From an optimization exercise on the open Yosys and OpenROAD flow, aimed at small area, a short achievable clock period and few clock cycles per item; shortcuts taken in it are not production practice. In this exercise RTL edits were held to simulation tests only and were not proved equivalent to the original.

==> 06-19: inputs <==
==> flow/design.v <==
`default_nettype none
module mmn_store #(
  parameter int N = 66,
  parameter int T = 64
) (
  input  wire logic        clk,
  input  wire logic        ins,
  input  wire logic [31:0] din,
  output logic [31:0]      tap
);
  logic [31:0] r [0:N-1];
  always_ff @(posedge clk) begin
    r[0] <= ins ? din : r[N-1];
    for (int i = 1; i < N; i++) begin
      r[i] <= r[i-1];
    end
  end
  assign tap = r[T];
endmodule
`default_nettype wire
`default_nettype none
module mmn_job_fifo #(
  parameter int J = 3,
  parameter int W = 71
) (
  input  wire logic         clk,
  input  wire logic         rst,
  input  wire logic         wr_en,
  input  wire logic [W-1:0] wr_data,
  input  wire logic         cons,       
  output logic              cur_v,
  output logic              cur_v_n,    
  output logic [W-7:0]      cur,
  output logic              is_last
);
  localparam int PW = (J > 1) ? $clog2(J) : 1;
  localparam int CW = $clog2(J + 1);
  logic [W-1:0]  slots [0:J-1];
  logic [PW-1:0] wp;
  logic [PW-1:0] rp;
  logic [CW-1:0] fc;
  logic [5:0]    left;
  logic [W-1:0]  head;
  logic load;
  logic from_fifo;
  logic from_wr;
  logic fifo_wr;
  assign is_last   = (left == '0);
  assign load      = !cur_v || (cons && is_last);
  assign from_fifo = load && (fc != '0);
  assign from_wr   = load && (fc == '0) && wr_en;
  assign fifo_wr   = wr_en && !from_wr;
  assign head      = slots[rp];
  assign cur_v_n   = !rst && (load ? ((fc != '0) || wr_en) : cur_v);
  always_ff @(posedge clk) begin
    if (fifo_wr) begin
      slots[wp] <= wr_data;
    end
    if (from_fifo) begin
      cur  <= head[W-1:6];
      left <= head[5:0];
    end else if (from_wr) begin
      cur  <= wr_data[W-1:6];
      left <= wr_data[5:0];
    end else if (cons) begin
      left <= left - 6'd1;
    end
  end
  always_ff @(posedge clk) begin
    if (rst) begin
      wp    <= '0;
      rp    <= '0;
      fc    <= '0;
      cur_v <= 1'b0;
    end else begin
      if (fifo_wr) begin
        wp <= (wp == PW'(J - 1)) ? '0 : wp + PW'(1);
      end
      if (from_fifo) begin
        rp <= (rp == PW'(J - 1)) ? '0 : rp + PW'(1);
      end
      fc <= fc + CW'(fifo_wr) - CW'(from_fifo);
      cur_v <= cur_v_n;
    end
  end
endmodule
`default_nettype wire
`default_nettype none
module mmn_front #(
  parameter int N = 66,
  parameter int J = 4
) (
  input  wire logic         clk,
  input  wire logic         rst,
  input  wire logic         push,
  input  wire logic [32:0]  item,
  output logic              full,
  input  wire logic         cons,      
  input  wire logic         dpop,      
  output logic              ins,
  output logic [31:0]       din,
  output logic              at_head,
  output logic              at_head_n,   
  output logic              d_wr,
  output logic [70:0]       d_data     
);
  localparam int CW = 7;
  localparam int DW = 3;
  logic               b_v;
  logic [32:0]        b_d;
  logic               full_q;
  logic               nf;
  logic [6:0]         fill;
  logic signed [31:0] run_min;
  logic signed [31:0] run_max;
  logic               fd;
  logic [CW-1:0]      cnt;
  logic [CW-1:0]      a;
  logic [CW-1:0]      g;
  logic [DW-1:0]      dcnt;
  logic               a_z;
  logic               b_last;
  logic [31:0]        b_x;
  logic               acc;
  logic               cnt_z;
  logic               cnt_f;
  logic               kept;
  logic               allowed;
  logic [DW:0]        s;
  logic               leave;
  assign b_last  = b_d[0];
  assign b_x     = b_d[32:1];
  assign acc     = push && !full_q;
  assign din     = b_x;
  assign full    = full_q;
  assign cnt_z   = (cnt == '0);
  assign cnt_f   = (cnt == CW'(N));
  assign kept    = nf || (fill != 7'd64);
  assign allowed = cnt_z || ((g == '0) && !cnt_f);
  assign s       = (DW+1)'(dcnt) + (DW+1)'(fd);
  assign leave   = b_v && (!kept || allowed) && (!b_last || (s < (DW+1)'(J)));
  assign ins     = leave && kept;
  assign at_head = !cnt_z && a_z;
  assign at_head_n = !cnt_n_z && a_z_n;
  logic          b_v_n;
  logic          last_n;
  logic          nf_n;
  logic          fd_n;
  logic          cnt_n_z;
  logic          cnt_n_f;
  logic          g_n_z;
  logic          fill_n_64;
  logic          dspace_n;
  logic          leave_n;
  logic          a_z_n;
  always_comb begin
    b_v_n     = !rst && (acc || (b_v && !leave));
    last_n    = acc ? item[0] : b_last;
    nf_n      = rst || (leave ? b_last : nf);
    fd_n      = !rst && leave && b_last;
    cnt_n_z   = rst || (!ins && (cnt_z || ((cnt == CW'(1)) && cons)));
    cnt_n_f   = !rst && !cons && (cnt_f || ((cnt == CW'(N - 1)) && ins));
    g_n_z     = ins || (!cnt_z && (g == CW'(1)));
    fill_n_64 = ins ? (!nf && (fill == 7'd63)) : (fill == 7'd64);
    case ({fd_n, dpop})
      2'b10:   dspace_n = (s <= (DW+1)'(J - 2));
      2'b01:   dspace_n = (s <= (DW+1)'(J));
      default: dspace_n = (s <= (DW+1)'(J - 1));
    endcase
    if (rst) begin
      dspace_n = 1'b1;
    end
    if (cnt_z) begin
      a_z_n = 1'b0;
    end else if (cons) begin
      a_z_n = a_z;
    end else begin
      a_z_n = (a == CW'(1));
    end
    leave_n = (!(nf_n || !fill_n_64) || cnt_n_z || (g_n_z && !cnt_n_f)) && (!last_n || dspace_n);
  end
  always_ff @(posedge clk) begin
    b_v    <= b_v_n;
    nf     <= nf_n;
    fd     <= fd_n;
    full_q <= b_v_n && !leave_n;
    if (acc) begin
      b_d <= item;
    end
    if (rst) begin
      fill <= '0;
      cnt  <= '0;
      dcnt <= '0;
    end else begin
      if (ins) begin
        fill <= nf ? 7'd1 : fill + 7'd1;
      end
      cnt  <= cnt + CW'(ins) - CW'(cons);
      dcnt <= dcnt + DW'(fd) - DW'(dpop);
    end
    g <= ins ? '0 : ((cnt_z || (g == '0)) ? CW'(N - 1) : g - CW'(1));
    a_z <= a_z_n;
    if (cnt_z) begin
      a <= CW'(N - 2);
    end else if (!cons) begin
      a <= a_z ? CW'(N - 1) : a - CW'(1);
    end
  end
  logic lt_min;
  logic ge_max;
  logic lt_unused;
  logic ge_unused;
  logic [31:0] lt_s;
  logic [31:0] ge_s;
  mmn_add #(.W(32)) u_cmin (
    .a(b_x ^ 32'h8000_0000),
    .b(~(run_min ^ 32'h8000_0000)),
    .cin(1'b1),
    .s(lt_s),
    .co(lt_unused)
  );
  mmn_add #(.W(32)) u_cmax (
    .a(run_max ^ 32'h8000_0000),
    .b(~(b_x ^ 32'h8000_0000)),
    .cin(1'b1),
    .s(ge_s),
    .co(ge_unused)
  );
  assign lt_min = !lt_unused;
  assign ge_max = ge_unused;
  always_ff @(posedge clk) begin
    if (ins) begin
      if (nf || lt_min) begin
        run_min <= b_x;
      end
      if (nf || !ge_max) begin
        run_max <= b_x;
      end
    end
  end
  logic [31:0] span;
  logic        span_co;
  logic        pt;
  mmn_add #(.W(32)) u_span (
    .a(run_max),
    .b(~run_min),
    .cin(1'b1),
    .s(span),
    .co(span_co)
  );
  assign pt     = (run_max == run_min);
  assign d_wr   = fd;
  assign d_data = {run_min, (pt ? run_min : span), pt, 6'(fill - 7'd1)};
endmodule
`default_nettype wire
`default_nettype none
module mmn_add #(
  parameter int W = 32
) (
  input  wire logic [W-1:0] a,
  input  wire logic [W-1:0] b,
  input  wire logic         cin,
  output logic [W-1:0]      s,
  output logic              co
);
  localparam int L = $clog2(W);
  logic [(L+1)*W-1:0] gg;
  logic [(L+1)*W-1:0] pp;
  logic [W:0]         c;
  for (genvar i = 0; i < W; i++) begin : g_in
    assign gg[i] = a[i] & b[i];
    assign pp[i] = a[i] ^ b[i];
  end
  for (genvar l = 0; l < L; l++) begin : g_lv
    for (genvar i = 0; i < W; i++) begin : g_bit
      if (((i >> l) % 2) == 1) begin : g_op
        assign gg[(l+1)*W+i] = gg[l*W+i] | (pp[l*W+i] & gg[l*W+((i>>l)<<l)-1]);
        assign pp[(l+1)*W+i] = pp[l*W+i] & pp[l*W+((i>>l)<<l)-1];
      end else begin : g_pass
        assign gg[(l+1)*W+i] = gg[l*W+i];
        assign pp[(l+1)*W+i] = pp[l*W+i];
      end
    end
  end
  assign c[0] = cin;
  for (genvar i = 0; i < W; i++) begin : g_out
    assign c[i+1] = gg[L*W+i] | (pp[L*W+i] & cin);
    assign s[i]   = pp[i] ^ c[i];
  end
  assign co = c[W];
endmodule
module mmn_divstep (
  input  wire logic [31:0] rem,
  input  wire logic [31:0] sp,
  output logic             fits,
  output logic [31:0]      nrem
);
  logic [32:0] trial;
  logic [32:0] diff;
  assign trial = {rem, 1'b0};
  mmn_add #(
    .W(33)
  ) u_sub (
    .a(trial),
    .b(~{1'b0, sp}),
    .cin(1'b1),
    .s(diff),
    .co(fits)
  );
  assign nrem = fits ? diff[31:0] : trial[31:0];
endmodule
module mmn_back (
  input  wire logic        clk,
  input  wire logic        rst,
  input  wire logic        in_v,
  input  wire logic [31:0] in_rem,
  input  wire logic [31:0] in_sp,
  input  wire logic        in_pt,
  input  wire logic        in_last,
  output logic             en,
  output logic             en_n,      
  input  wire logic        pop,
  output logic             empty,
  output logic [33:0]      result
);
  localparam int S = 16;
  logic        v   [0:S-1];
  logic [31:0] rem [0:S-1];
  logic [31:0] sp  [0:S-1];
  logic        pt  [0:S-1];
  logic        lst [0:S-1];
  logic        eq  [1:S-1];
  logic [15:0] q   [1:S-1];
  logic        o_v;
  logic        s_v;
  logic        s_v_n;
  logic        en_q;
  logic [33:0] o_d;
  logic [33:0] s_d;
  assign en   = en_q;
  assign en_n = !s_v_n;
  always_ff @(posedge clk) begin
    if (rst) begin
      v[0] <= 1'b0;
    end else if (en) begin
      v[0] <= in_v;
    end
    if (en) begin
      rem[0] <= in_rem;
      sp[0]  <= in_sp;
      pt[0]  <= in_pt;
      lst[0] <= in_last;
    end
  end
  for (genvar j = 1; j < S; j++) begin : g_st
    logic        fits;
    logic [31:0] nrem;
    mmn_divstep u_step (
      .rem(rem[j-1]),
      .sp(sp[j-1]),
      .fits(fits),
      .nrem(nrem)
    );
    always_ff @(posedge clk) begin
      if (rst) begin
        v[j] <= 1'b0;
      end else if (en) begin
        v[j] <= v[j-1];
      end
      if (en) begin
        rem[j] <= nrem;
        sp[j]  <= sp[j-1];
        pt[j]  <= pt[j-1];
        lst[j] <= lst[j-1];
      end
    end
    if (j == 1) begin : g_first
      always_ff @(posedge clk) begin
        if (en) begin
          eq[j]   <= (rem[0] == sp[0]);
          q[j][0] <= fits;
        end
      end
    end else begin : g_rest
      always_ff @(posedge clk) begin
        if (en) begin
          eq[j]        <= eq[j-1];
          q[j][j-1:0]  <= {q[j-1][j-2:0], fits};
        end
      end
    end
  end
  logic        l_fits;
  logic [31:0] l_nrem;
  logic [15:0] quo;
  logic [31:0] value;
  logic [33:0] res;
  logic        res_v;
  mmn_divstep u_last (
    .rem(rem[S-1]),
    .sp(sp[S-1]),
    .fits(l_fits),
    .nrem(l_nrem)
  );
  assign quo   = {q[S-1][S-2:0], l_fits};
  assign value = pt[S-1] ? sp[S-1] : (eq[S-1] ? 32'h0001_0000 : {16'b0, quo});
  assign res   = {value, pt[S-1], lst[S-1]};
  assign res_v = en && v[S-1];
  always_comb begin
    s_v_n = s_v;
    if (rst) begin
      s_v_n = 1'b0;
    end else if (s_v) begin
      if (pop) begin
        s_v_n = 1'b0;
      end
    end else if (res_v && o_v && !pop) begin
      s_v_n = 1'b1;
    end
  end
  always_ff @(posedge clk) begin
    s_v  <= s_v_n;
    en_q <= !s_v_n;
    if (rst) begin
      o_v <= 1'b0;
    end else if (!s_v) begin
      if (res_v) begin
        o_v <= 1'b1;
      end else if (pop) begin
        o_v <= 1'b0;
      end
    end
  end
  always_ff @(posedge clk) begin
    if (s_v) begin
      if (pop) begin
        o_d <= s_d;
      end
    end else if (res_v) begin
      if (o_v && !pop) begin
        s_d <= res;
      end else begin
        o_d <= res;
      end
    end
  end
  assign empty  = !o_v;
  assign result = o_d;
endmodule
`default_nettype wire
`default_nettype none
module min_max_normalize_top #(
  parameter int MAX_ELEMENTS = 64
) (
  input  wire logic        clk,
  input  wire logic        rst,
  input  wire logic        push,
  output logic             full,
  input  wire logic [32:0] item,     
  output logic             empty,
  input  wire logic        pop,
  output logic [33:0]      result    
);
  localparam int N = MAX_ELEMENTS + 2;
  localparam int T = N - 2;
  localparam int J = 4;
  logic        ins;
  logic [31:0] din;
  logic [31:0] tap;
  logic        at_head;
  logic        d_wr;
  logic [70:0] d_wdata;
  logic [64:0] d_cur;
  logic        d_cur_v;
  logic        en;
  logic        cons;
  logic        dpop;
  logic        is_last;
  logic [31:0] d_min;
  logic [31:0] d_spx;
  logic        d_pt;
  logic [31:0] offset;
  logic        off_co;
  assign {d_min, d_spx, d_pt} = d_cur;
  logic at_head_n;
  logic d_cur_v_n;
  logic en_n;
  logic cons_q;
  always_ff @(posedge clk) begin
    cons_q <= at_head_n && d_cur_v_n && en_n;
  end
  assign cons = cons_q;
  assign dpop = cons && is_last;
  mmn_front #(
    .N(N),
    .J(J)
  ) u_front (
    .clk(clk),
    .rst(rst),
    .push(push),
    .item(item),
    .full(full),
    .cons(cons),
    .dpop(dpop),
    .ins(ins),
    .din(din),
    .at_head(at_head),
    .at_head_n(at_head_n),
    .d_wr(d_wr),
    .d_data(d_wdata)
  );
  mmn_store #(
    .N(N),
    .T(T)
  ) u_store (
    .clk(clk),
    .ins(ins),
    .din(din),
    .tap(tap)
  );
  mmn_job_fifo #(
    .J(J - 1),
    .W(71)
  ) u_jobs (
    .clk(clk),
    .rst(rst),
    .wr_en(d_wr),
    .wr_data(d_wdata),
    .cons(cons),
    .cur_v(d_cur_v),
    .cur_v_n(d_cur_v_n),
    .cur(d_cur),
    .is_last(is_last)
  );
  mmn_add #(
    .W(32)
  ) u_off (
    .a(tap),
    .b(~d_min),
    .cin(1'b1),
    .s(offset),
    .co(off_co)
  );
  mmn_back u_back (
    .clk(clk),
    .rst(rst),
    .in_v(cons),
    .in_rem(offset),
    .in_sp(d_spx),
    .in_pt(d_pt),
    .in_last(is_last),
    .en(en),
    .en_n(en_n),
    .pop(pop),
    .empty(empty),
    .result(result)
  );
endmodule
`default_nettype wire
==> flow/run.sh <==
#!/bin/bash
# synth_recipe.tcl (not shown) runs the flow's synth.tcl, then flattens the netlist and writes it again
# the make line also repeats each setting of config.mk as NAME=value (left out here)
make -C /OpenROAD-flow-scripts/flow DESIGN_CONFIG=/design/flow/config.mk WORK_HOME=/design/flow/orfs CLKGATE_MAP_FILE= SYNTH_SCRIPT=/design/flow/synth_recipe.tcl finish
==> flow/config.mk <==
export PLATFORM = sky130hd
export DESIGN_NAME = min_max_normalize_top
export DESIGN_NICKNAME = min_max_normalize_top
export VERILOG_FILES = /design/flow/design.v
export SDC_FILE = /design/flow/constraint.sdc
export NUM_CORES = 4
export LEC_CHECK = 0
export CAP_MARGIN = 20
export CORE_MARGIN = 2
export CORE_UTILIZATION = 45
export PLACE_DENSITY = 0.6
export SETUP_SLACK_MARGIN = 4.7
export SLEW_MARGIN = 20
==> flow/constraint.sdc <==
create_clock -name core_clock -period 8.0 [get_ports {clk}]
set_input_delay 1.6000 -clock core_clock [delete_from_list [all_inputs] [get_ports {clk}]]
set_output_delay 1.6000 -clock core_clock [all_outputs]
set_load 0.01 [all_outputs]
==> 08-11: changes against 06-19 <==
--- a/flow/design.v
+++ b/flow/design.v
@@ -35,7 +35,7 @@
 );
   localparam int PW = (J > 1) ? $clog2(J) : 1;
   localparam int CW = $clog2(J + 1);
-  logic [W-1:0]  slots [0:J-1];
+  logic [J-1:0][W-1:0] slots;
   logic [PW-1:0] wp;
   logic [PW-1:0] rp;
   logic [CW-1:0] fc;
@@ -52,10 +52,14 @@
   assign fifo_wr   = wr_en && !from_wr;
   assign head      = slots[rp];
   assign cur_v_n   = !rst && (load ? ((fc != '0) || wr_en) : cur_v);
-  always_ff @(posedge clk) begin
-    if (fifo_wr) begin
-      slots[wp] <= wr_data;
+  for (genvar i = 0; i < J; i++) begin : g_slot
+    always_ff @(posedge clk) begin
+      if (fifo_wr && (wp == PW'(i))) begin
+        slots[i] <= wr_data;
+      end
     end
+  end
+  always_ff @(posedge clk) begin
     if (from_fifo) begin
       cur  <= head[W-1:6];
       left <= head[5:0];
@@ -79,7 +83,11 @@
       if (from_fifo) begin
         rp <= (rp == PW'(J - 1)) ? '0 : rp + PW'(1);
       end
-      fc <= fc + CW'(fifo_wr) - CW'(from_fifo);
+      case ({fifo_wr, from_fifo})
+        2'b10:   fc <= fc + CW'(1);
+        2'b01:   fc <= fc - CW'(1);
+        default: fc <= fc;
+      endcase
       cur_v <= cur_v_n;
     end
   end
@@ -195,8 +203,16 @@
       if (ins) begin
         fill <= nf ? 7'd1 : fill + 7'd1;
       end
-      cnt  <= cnt + CW'(ins) - CW'(cons);
-      dcnt <= dcnt + DW'(fd) - DW'(dpop);
+      case ({ins, cons})
+        2'b10:   cnt <= cnt + CW'(1);
+        2'b01:   cnt <= cnt - CW'(1);
+        default: cnt <= cnt;
+      endcase
+      case ({fd, dpop})
+        2'b10:   dcnt <= dcnt + DW'(1);
+        2'b01:   dcnt <= dcnt - DW'(1);
+        default: dcnt <= dcnt;
+      endcase
     end
     g <= ins ? '0 : ((cnt_z || (g == '0)) ? CW'(N - 1) : g - CW'(1));
     a_z <= a_z_n;
@@ -269,7 +285,7 @@
   logic [W:0]         c;
   for (genvar i = 0; i < W; i++) begin : g_in
     assign gg[i] = a[i] & b[i];
-    assign pp[i] = a[i] ^ b[i];
+    assign pp[i] = a[i] | b[i];
   end
   for (genvar l = 0; l < L; l++) begin : g_lv
     for (genvar i = 0; i < W; i++) begin : g_bit
@@ -285,7 +301,7 @@
   assign c[0] = cin;
   for (genvar i = 0; i < W; i++) begin : g_out
     assign c[i+1] = gg[L*W+i] | (pp[L*W+i] & cin);
-    assign s[i]   = pp[i] ^ c[i];
+    assign s[i]   = a[i] ^ (b[i] ^ c[i]);
   end
   assign co = c[W];
 endmodule
@@ -318,7 +334,6 @@
   input  wire logic        in_pt,
   input  wire logic        in_last,
   output logic             en,
-  output logic             en_n,      
   input  wire logic        pop,
   output logic             empty,
   output logic [33:0]      result
@@ -332,13 +347,8 @@
   logic        eq  [1:S-1];
   logic [15:0] q   [1:S-1];
   logic        o_v;
-  logic        s_v;
-  logic        s_v_n;
-  logic        en_q;
   logic [33:0] o_d;
-  logic [33:0] s_d;
-  assign en   = en_q;
-  assign en_n = !s_v_n;
+  assign en = !o_v || pop;
   always_ff @(posedge clk) begin
     if (rst) begin
       v[0] <= 1'b0;
@@ -394,8 +404,6 @@
   logic [31:0] l_nrem;
   logic [15:0] quo;
   logic [31:0] value;
-  logic [33:0] res;
-  logic        res_v;
   mmn_divstep u_last (
     .rem(rem[S-1]),
     .sp(sp[S-1]),
@@ -404,44 +412,14 @@
   );
   assign quo   = {q[S-1][S-2:0], l_fits};
   assign value = pt[S-1] ? sp[S-1] : (eq[S-1] ? 32'h0001_0000 : {16'b0, quo});
-  assign res   = {value, pt[S-1], lst[S-1]};
-  assign res_v = en && v[S-1];
-  always_comb begin
-    s_v_n = s_v;
-    if (rst) begin
-      s_v_n = 1'b0;
-    end else if (s_v) begin
-      if (pop) begin
-        s_v_n = 1'b0;
-      end
-    end else if (res_v && o_v && !pop) begin
-      s_v_n = 1'b1;
-    end
-  end
   always_ff @(posedge clk) begin
-    s_v  <= s_v_n;
-    en_q <= !s_v_n;
     if (rst) begin
       o_v <= 1'b0;
-    end else if (!s_v) begin
-      if (res_v) begin
-        o_v <= 1'b1;
-      end else if (pop) begin
-        o_v <= 1'b0;
-      end
+    end else if (en) begin
+      o_v <= v[S-1];
     end
-  end
-  always_ff @(posedge clk) begin
-    if (s_v) begin
-      if (pop) begin
-        o_d <= s_d;
-      end
-    end else if (res_v) begin
-      if (o_v && !pop) begin
-        s_d <= res;
-      end else begin
-        o_d <= res;
-      end
+    if (en) begin
+      o_d <= {value, pt[S-1], lst[S-1]};
     end
   end
   assign empty  = !o_v;
@@ -484,12 +462,11 @@
   assign {d_min, d_spx, d_pt} = d_cur;
   logic at_head_n;
   logic d_cur_v_n;
-  logic en_n;
-  logic cons_q;
+  logic ready_q;
   always_ff @(posedge clk) begin
-    cons_q <= at_head_n && d_cur_v_n && en_n;
+    ready_q <= at_head_n && d_cur_v_n;
   end
-  assign cons = cons_q;
+  assign cons = ready_q && en;
   assign dpop = cons && is_last;
   mmn_front #(
     .N(N),
@@ -550,7 +527,6 @@
     .in_pt(d_pt),
     .in_last(is_last),
     .en(en),
-    .en_n(en_n),
     .pop(pop),
     .empty(empty),
     .result(result)
==> flow/flow/run.sh (new file) <==
#!/bin/bash
# Layout flow: the standard layout (standard.sh, all of ORFS's own steps and
# scripts), except that synthesis maps the logic with a delay-targeted ABC
# script (flow/abc_speed.script) in place of ORFS's abc_speed.script.
# make's output goes to flow_make.log; ORFS keeps each tool's log under orfs/logs.
set -euo pipefail
WORK=$(cd "$(dirname "$0")/.." && pwd)
cd "$WORK"
rm -rf "$WORK/scripts_abc"
cp -r "$FLOW_HOME/scripts" "$WORK/scripts_abc"
cp "$WORK/flow/abc_speed.script" "$WORK/scripts_abc/abc_speed.script"
bash "$WORK/standard.sh" "SCRIPTS_DIR=$WORK/scripts_abc" finish > "$WORK/flow_make.log" 2>&1
==> flow/flow/abc_speed.script (new file) <==
strash
dch -f
map -D 2200
buffer -p
upsize -D 2200
==> flow/standard.sh (new file) <==
#!/bin/bash
# synth_recipe.tcl (not shown) runs the flow's synth.tcl, then flattens the netlist and writes it again
# the make line also repeats each setting of config.mk as NAME=value (left out here)
make -C /OpenROAD-flow-scripts/flow DESIGN_CONFIG=/design/flow/config.mk WORK_HOME=/design/flow/orfs CLKGATE_MAP_FILE= SYNTH_SCRIPT=/design/flow/synth_recipe.tcl "${@:-finish}"
--- a/flow/config.mk
+++ b/flow/config.mk
@@ -8,6 +8,8 @@
 export CAP_MARGIN = 20
 export CORE_MARGIN = 2
 export CORE_UTILIZATION = 45
+export CTS_CLUSTER_DIAMETER = 80
+export CTS_CLUSTER_SIZE = 24
 export PLACE_DENSITY = 0.6
-export SETUP_SLACK_MARGIN = 4.7
+export SETUP_SLACK_MARGIN = 5.0
 export SLEW_MARGIN = 20
removed: flow/run.sh
==> 07-15: changes against 06-19 <==
--- a/flow/config.mk
+++ b/flow/config.mk
@@ -7,7 +7,9 @@
 export LEC_CHECK = 0
 export CAP_MARGIN = 20
 export CORE_MARGIN = 2
-export CORE_UTILIZATION = 45
-export PLACE_DENSITY = 0.6
-export SETUP_SLACK_MARGIN = 4.7
+export CORE_UTILIZATION = 55
+export CTS_CLUSTER_DIAMETER = 80
+export CTS_CLUSTER_SIZE = 24
+export PLACE_DENSITY = 0.7
+export SETUP_SLACK_MARGIN = 4.8
 export SLEW_MARGIN = 20
==> comparison table <==
quantity	07-15	08-11	06-19
WHS	0.294 ns	0.281 ns	0.272 ns
EDFF count, synth	1640	1606	1640
Placed insts	12100	15000	12800
Vias	68500	74100	68700
Run status	timing/DRC/antenna clean	timing/DRC/antenna clean	timing/DRC/antenna clean
Clock slew at reported path FFs	0.09 ns	0.09 ns	0.06 ns
Endpoint of the worst-slack reg-to-reg timing path	u_back.rem[13][0]$_SDFFCE_PP0P_	u_jobs.cur[24]$_DFFE_PP_	u_back.rem[13][24]$_DFFE_PP_
Gr usage total	19.8%	15.1%	16.3%
WP depth	15	1	15
Complex-gate fraction of the synthesized area	7.41%	7.44%	7.41%
Final cell area excluding filler cells	149000 µm²	144000 µm²	156000 µm²
Share of synthesized cell area in and, or, nand and nor gates	5.69%	10.5%	5.69%
Delay contributed by the slowest stage of the critical path	0.44 ns	0.52 ns	0.45 ns
Number of buffers on the longest clock path	3	4	4
Area taken by multi-input logic gates	36400 µm²	30900 µm²	36400 µm²
Clock buffers	252	240	497
Worst Reg-to-Reg Cells	15	18	15
CTS H-Tree Depth	4	4	5
Total number of multi-input combinational cells	4425	5757	4424
Initial antenna violation count	6	3	10
Testbench counts of 06-19, summed over its fixed seeds: cycles 9,932, items 9,268.
Testbench counts of 08-11, summed over its fixed seeds: cycles 9,932, items 9,268.
Testbench counts of 07-15, summed over its fixed seeds: cycles 9,932, items 9,268.

## what the ideal ports hide
Ports are ideal in the flow. The routed layouts listed here were re-timed in OpenROAD.
Step 1 assumes that a clkbuf_16 drives the clock port and a buf_2 every other input.
Step 2 also shifts input and output timing later by t, the mid clock arrival at the registers, as if the neighbouring blocks saw the same clock.
a / b / c = ideal ports / drivers / drivers and shift; a / b = the first two.
run | shift t [ns] | setup slack, ns | clock arrival spread, ns | worst data-port slew with drivers (ns)
06-19 | 0.994 | 4.301 / 4.301 / 4.273 | 0.109 / 0.109 | 0.04
08-11 | 0.963 | 4.766 / 4.673 / 4.164 | 0.096 / 0.096 | 0.03
07-15 | 0.960 | 4.183 / 4.183 / 4.183 | 0.073 / 0.073 | 0.04
After both steps setup and hold are still met in every run listed. The setup slack of 08-11, which loses most, moves by -0.093 ns with the drivers and by -0.602 ns with both steps.
